What follows belongs to an exercise in optimizing a design on an open flow for small area, a short achievable clock period and few clock cycles per item; a production flow would make more cautious choices. Function was checked by simulation only, so behaviour that the tests miss may differ from the original. Power is estimated from default activity; no workload was simulated.

==> run H <==
## main
module main #(
    parameter int MEM_var_28859_28863 = 64,
    parameter int MEM_var_28861_28867 = 32,
    parameter int MEM_var_29020_28863 = 32
) (
    input  logic        clock,
    input  logic        reset,
    input  logic        start_port,
    input  logic [1:0]  S_oe_ram,
    input  logic [1:0]  S_we_ram,
    input  logic [13:0] S_addr_ram,
    input  logic [15:0] S_Wdata_ram,
    input  logic [7:0]  S_data_ram_size,
    output logic        done_port,
    output logic [15:0] Sout_Rdata_ram,
    output logic [1:0]  Sout_DataRdy
);
    localparam int N = MEM_var_29020_28863 / 2;
    localparam logic [6:0] ARR = 7'(MEM_var_28859_28863);
    localparam logic [6:0] SCR = 7'(MEM_var_28861_28867);
    localparam logic [6:0] LAST = 7'(N - 1);
    localparam logic [6:0] HALF = 7'(N / 2);
    localparam bit SKIP = N <= 1;
    typedef enum logic [1:0] {IDLE, MERGE, COPY, DONE} state_t;
    state_t      state_q, state_d;
    logic [7:0]  ram_q [128];
    logic        ph_q;
    logic [6:0]  o_q, i_q, j_q, w_q;
    logic [15:0] left_q;
    logic [1:0]  rdy_q;
    logic [15:0] rdata_q;
    logic [6:0]  wmask, lo, mid, hi, o_nx, rd_addr, wr_addr;
    logic [15:0] rd_data, wr_data;
  ...
==> module main, before the edit <==
module main #(
    parameter int MEM_var_28859_28863 = 64,
    parameter int MEM_var_28861_28867 = 32,
    parameter int MEM_var_29020_28863 = 32
) (
    input  logic        clock,
    input  logic        reset,
    input  logic        start_port,
    input  logic [1:0]  S_oe_ram,
    input  logic [1:0]  S_we_ram,
    input  logic [13:0] S_addr_ram,
    input  logic [15:0] S_Wdata_ram,
    input  logic [7:0]  S_data_ram_size,
    output logic        done_port,
    output logic [15:0] Sout_Rdata_ram,
    output logic [1:0]  Sout_DataRdy
);
    localparam int N = MEM_var_29020_28863 / 2;
    localparam logic [6:0] ARR = 7'(MEM_var_28859_28863);
    localparam logic [6:0] SCR = 7'(MEM_var_28861_28867);
    localparam logic [6:0] LAST = 7'(N - 1);
    localparam logic [6:0] HALF = 7'(N / 2);
    localparam bit SKIP = N <= 1;
    typedef enum logic [1:0] {IDLE, MERGE, COPY, DONE} state_t;
    state_t      state_q, state_d;
    logic [7:0]  ram_q [128];
    logic        ph_q;
    logic [6:0]  o_q, i_q, j_q, w_q;
    logic [15:0] left_q;
    logic [1:0]  rdy_q;
    logic [15:0] rdata_q;
    logic [6:0]  wmask, lo, mid, hi, o_nx, rd_addr, wr_addr;
    logic [15:0] rd_data, wr_data;
    logic        take, last_o, blk_end, wr_en;
    logic [1:0]  s_ok, s_rd, s_wr;
    always_comb begin
        wmask   = (w_q << 1) - 7'd1;
        lo      = o_q & ~wmask;
        mid     = lo + w_q;
        hi      = lo + (w_q << 1);
        o_nx    = o_q + 7'd1;
        last_o  = o_q == LAST;
        blk_end = (o_nx & wmask) == 7'd0;
        rd_addr = state_q == COPY ? SCR + (o_q << 1) : ARR + ((ph_q ? j_q : i_q) << 1);
        rd_data = {ram_q[rd_addr + 7'd1], ram_q[rd_addr]};
        take    = (i_q < mid) && ((j_q >= hi) || ($signed(left_q) <= $signed(rd_data)));
        wr_en   = !reset && ((state_q == MERGE && ph_q) || state_q == COPY);
        wr_addr = state_q == COPY ? ARR + (o_q << 1) : SCR + (o_q << 1);
        wr_data = (state_q == COPY || !take) ? rd_data : left_q;
    end
    always_comb begin
        s_ok = '0;
        s_rd = '0;
        s_wr = '0;
        for (int c = 0; c < 2; c++) begin
            s_ok[c] = state_q == IDLE && S_data_ram_size[4*c +: 4] == 4'd8;
            s_rd[c] = s_ok[c] && S_oe_ram[c];
            s_wr[c] = s_ok[c] && S_we_ram[c];
        end
    end
    always_comb begin
        state_d = state_q == IDLE  ? (start_port ? MERGE : IDLE)
                : state_q == MERGE ? (SKIP ? DONE : (ph_q && last_o ? COPY : MERGE))
                : state_q == COPY  ? (last_o ? (w_q == HALF ? DONE : MERGE) : COPY)
                : IDLE;
    end
    always_comb begin
        done_port      = state_q == DONE;
        Sout_DataRdy   = rdy_q;
        Sout_Rdata_ram = rdata_q;
    end
    always_ff @(posedge clock) begin
        if (reset) begin
            state_q <= IDLE;
            ph_q    <= 1'b0;
            o_q     <= '0;
            i_q     <= '0;
            j_q     <= '0;
            w_q     <= '0;
            left_q  <= '0;
        end else begin
            state_q <= state_d;
            if (state_q == IDLE) begin
                w_q  <= 7'd1;
                o_q  <= '0;
                i_q  <= '0;
                j_q  <= 7'd1;
                ph_q <= 1'b0;
            end else if (state_q == MERGE && !ph_q) begin
                left_q <= rd_data;
                ph_q   <= 1'b1;
            end else if (state_q == MERGE) begin
                ph_q <= 1'b0;
                o_q  <= last_o ? 7'd0 : o_nx;
                i_q  <= blk_end ? o_nx : i_q + 7'(take);
                j_q  <= blk_end ? o_nx + w_q : j_q + 7'(!take);
            end else if (state_q == COPY) begin
                o_q <= last_o ? 7'd0 : o_nx;
                if (last_o) begin
                    w_q <= w_q << 1;
                    i_q <= '0;
                    j_q <= w_q << 1;
                end
            end
        end
    end
    always_ff @(posedge clock) begin
        if (reset) begin
            rdy_q   <= '0;
            rdata_q <= '0;
        end else begin
            for (int c = 0; c < 2; c++) begin
                rdy_q[c]         <= s_ok[c] && (S_oe_ram[c] || S_we_ram[c]);
                rdata_q[8*c +: 8] <= s_rd[c] ? ram_q[S_addr_ram[7*c +: 7]] : 8'h00;
            end
        end
    end
    always_ff @(posedge clock) begin
        if (!reset) begin
            if (wr_en) begin
                ram_q[wr_addr]        <= wr_data[7:0];
                ram_q[wr_addr + 7'd1] <= wr_data[15:8];
            end
            for (int c = 0; c < 2; c++)
                if (s_wr[c]) ram_q[S_addr_ram[7*c +: 7]] <= S_Wdata_ram[8*c +: 8];
        end
    end
endmodule
make LEC_CHECK=0 CAP_MARGIN=20 CORE_MARGIN=2 CORE_UTILIZATION=40 SLEW_MARGIN=20 finish   # period 9.0 ns
run.sh (not shown) runs the stock make flow with config.mk's settings and CLKGATE_MAP_FILE= SYNTH_SCRIPT=/design/flow/synth_recipe.tcl, a recipe that flattens the netlist after the stock synthesis.
==> run D: changes against run H <==
==> flow/design.v (replaced) <==
module main #(
    parameter int MEM_var_28859_28863 = 64,
    parameter int MEM_var_28861_28867 = 32,
    parameter int MEM_var_29020_28863 = 32
) (
    input  logic        clock,
    input  logic        reset,
    input  logic        start_port,
    input  logic [1:0]  S_oe_ram,
    input  logic [1:0]  S_we_ram,
    input  logic [13:0] S_addr_ram,
    input  logic [15:0] S_Wdata_ram,
    input  logic [7:0]  S_data_ram_size,
    output logic        done_port,
    output logic [15:0] Sout_Rdata_ram,
    output logic [1:0]  Sout_DataRdy
);
    localparam int N    = MEM_var_29020_28863 / 2;
    localparam int ARR  = MEM_var_28859_28863;
    localparam int BUSY = 7;
    logic [7:0]  ram_q [128];
    logic        busy_q, done_q;
    logic [2:0]  cnt_q;
    logic [1:0]  rdy_q;
    logic [15:0] rdata_q;
    logic        idle, sort_en;
    logic [1:0]  s_ok, s_rd, s_wr;
    logic [15:0] e   [N];
    logic [15:0] l1  [N];
    logic [15:0] l2  [N];
    assign idle    = !busy_q;
    assign sort_en = busy_q || start_port;
    always_comb begin
        for (int c = 0; c < 2; c++) begin
            s_ok[c] = idle && S_data_ram_size[4*c +: 4] == 4'd8;
            s_rd[c] = s_ok[c] && S_oe_ram[c];
            s_wr[c] = s_ok[c] && S_we_ram[c];
        end
    end
    always_comb begin
        for (int k = 0; k < N; k++) e[k] = {ram_q[ARR + 2*k + 1], ram_q[ARR + 2*k]};
        for (int k = 0; k < N; k += 2) begin
            if ($signed(e[k]) > $signed(e[k+1])) begin
                l1[k] = e[k+1]; l1[k+1] = e[k];
            end else begin
                l1[k] = e[k];   l1[k+1] = e[k+1];
            end
        end
        l2[0]   = l1[0];
        l2[N-1] = l1[N-1];
        for (int k = 1; k < N - 1; k += 2) begin
            if ($signed(l1[k]) > $signed(l1[k+1])) begin
                l2[k] = l1[k+1]; l2[k+1] = l1[k];
            end else begin
                l2[k] = l1[k];   l2[k+1] = l1[k+1];
            end
        end
    end
    assign done_port      = done_q;
    assign Sout_DataRdy   = rdy_q;
    assign Sout_Rdata_ram = rdata_q;
    always_ff @(posedge clock) begin
        if (reset) begin
            busy_q <= 1'b0;
            done_q <= 1'b0;
            cnt_q  <= '0;
        end else if (idle) begin
            busy_q <= start_port;
            cnt_q  <= '0;
        end else begin
            cnt_q  <= cnt_q + 3'd1;
            done_q <= cnt_q == 3'(BUSY - 2);
            if (done_q) busy_q <= 1'b0;
        end
    end
    always_ff @(posedge clock) begin
        if (reset) begin
            rdy_q   <= '0;
            rdata_q <= '0;
        end else begin
            for (int c = 0; c < 2; c++) begin
                rdy_q[c]          <= s_ok[c] && (S_oe_ram[c] || S_we_ram[c]);
                rdata_q[8*c +: 8] <= s_rd[c] ? ram_q[S_addr_ram[7*c +: 7]] : 8'h00;
            end
        end
    end
    always_ff @(posedge clock) begin
        if (!reset) begin
            if (sort_en)
                for (int k = 0; k < N; k++) begin
                    ram_q[ARR + 2*k]     <= l2[k][7:0];
                    ram_q[ARR + 2*k + 1] <= l2[k][15:8];
                end
            for (int c = 0; c < 2; c++)
                if (s_wr[c]) ram_q[S_addr_ram[7*c +: 7]] <= S_Wdata_ram[8*c +: 8];
        end
    end
endmodule
==> qor summary <==
Run status: run D complete, no violations; run H complete, no violations
Share of Yosys cell area claimed by the top area cell type: run D 43.0%; run H 36.8%
Synthesized area per cell: run D 11.0 sq um; run H 10.1 sq um
Placement-stage cell area: run D 74,100 sq um; run H 87,900 sq um
Net Switching: run D 14.7 mW; run H 3.82 mW
Total iterations of the first detailed-routing run: run D 12; run H 8
Net switching fraction of the power: run D 46.2%; run H 28.7%
Number of global-route vias before repair: run D 62,900; run H 71,000
Post-Route WL: run D 372,000 um; run H 440,000 um
Clkbuf count: run D 141; run H 184
Count leader, synth: run D sky130_fd_sc_hd__edfxtp_1; run H sky130_fd_sc_hd__nor2_1
First-pass GRT wire length: run D 510,000 um; run H 594,000 um
GR met1 Demand/Resource: run D 47.4%; run H 49.8%
Total area of sequential cells: run D 31,200 sq um; run H 32,100 sq um
Wire length the detailed router placed on met1: run D 125,000 um; run H 151,000 um
Proportion of cell area occupied by multi-input gates: run D 47.0%; run H 51.4%
Post-synthesis net count: run D 6,804; run H 8,348
Testbench counts of run H, summed over its fixed seeds: cycles 28,928, sorts 128.
Testbench counts of run D, summed over its fixed seeds: cycles 5,120, sorts 128.

==> what the ideal ports hide <==
No port has a modelled driver above. Below, the same layouts with a new extraction and two added sets of constraints. Step 1 assumes that a clkbuf_16 drives the clock port and a buf_2 every other input. Step 2 moves the port delays by t, midway between the first and last clock arrival at a register: inputs arrive t later, outputs are due t later. That takes back most of the time a late clock gives input paths. Slacks: no drivers / after step 1 / after step 2; pairs: no drivers / after step 1.
| run | shift t [ns] | setup slack, ns | pins driven straight from the clock port |
|---|---|---|---|
| run H | 0.914 | 0.700 / 0.700 / 0.700 | 1 |
| run D | 0.913 | 2.498 / 2.498 / 2.394 | 1 |
After both steps setup and hold are still met in every run listed. The setup slack of run D, which loses most, moves by 0.000 ns with the drivers and by -0.104 ns with both steps.
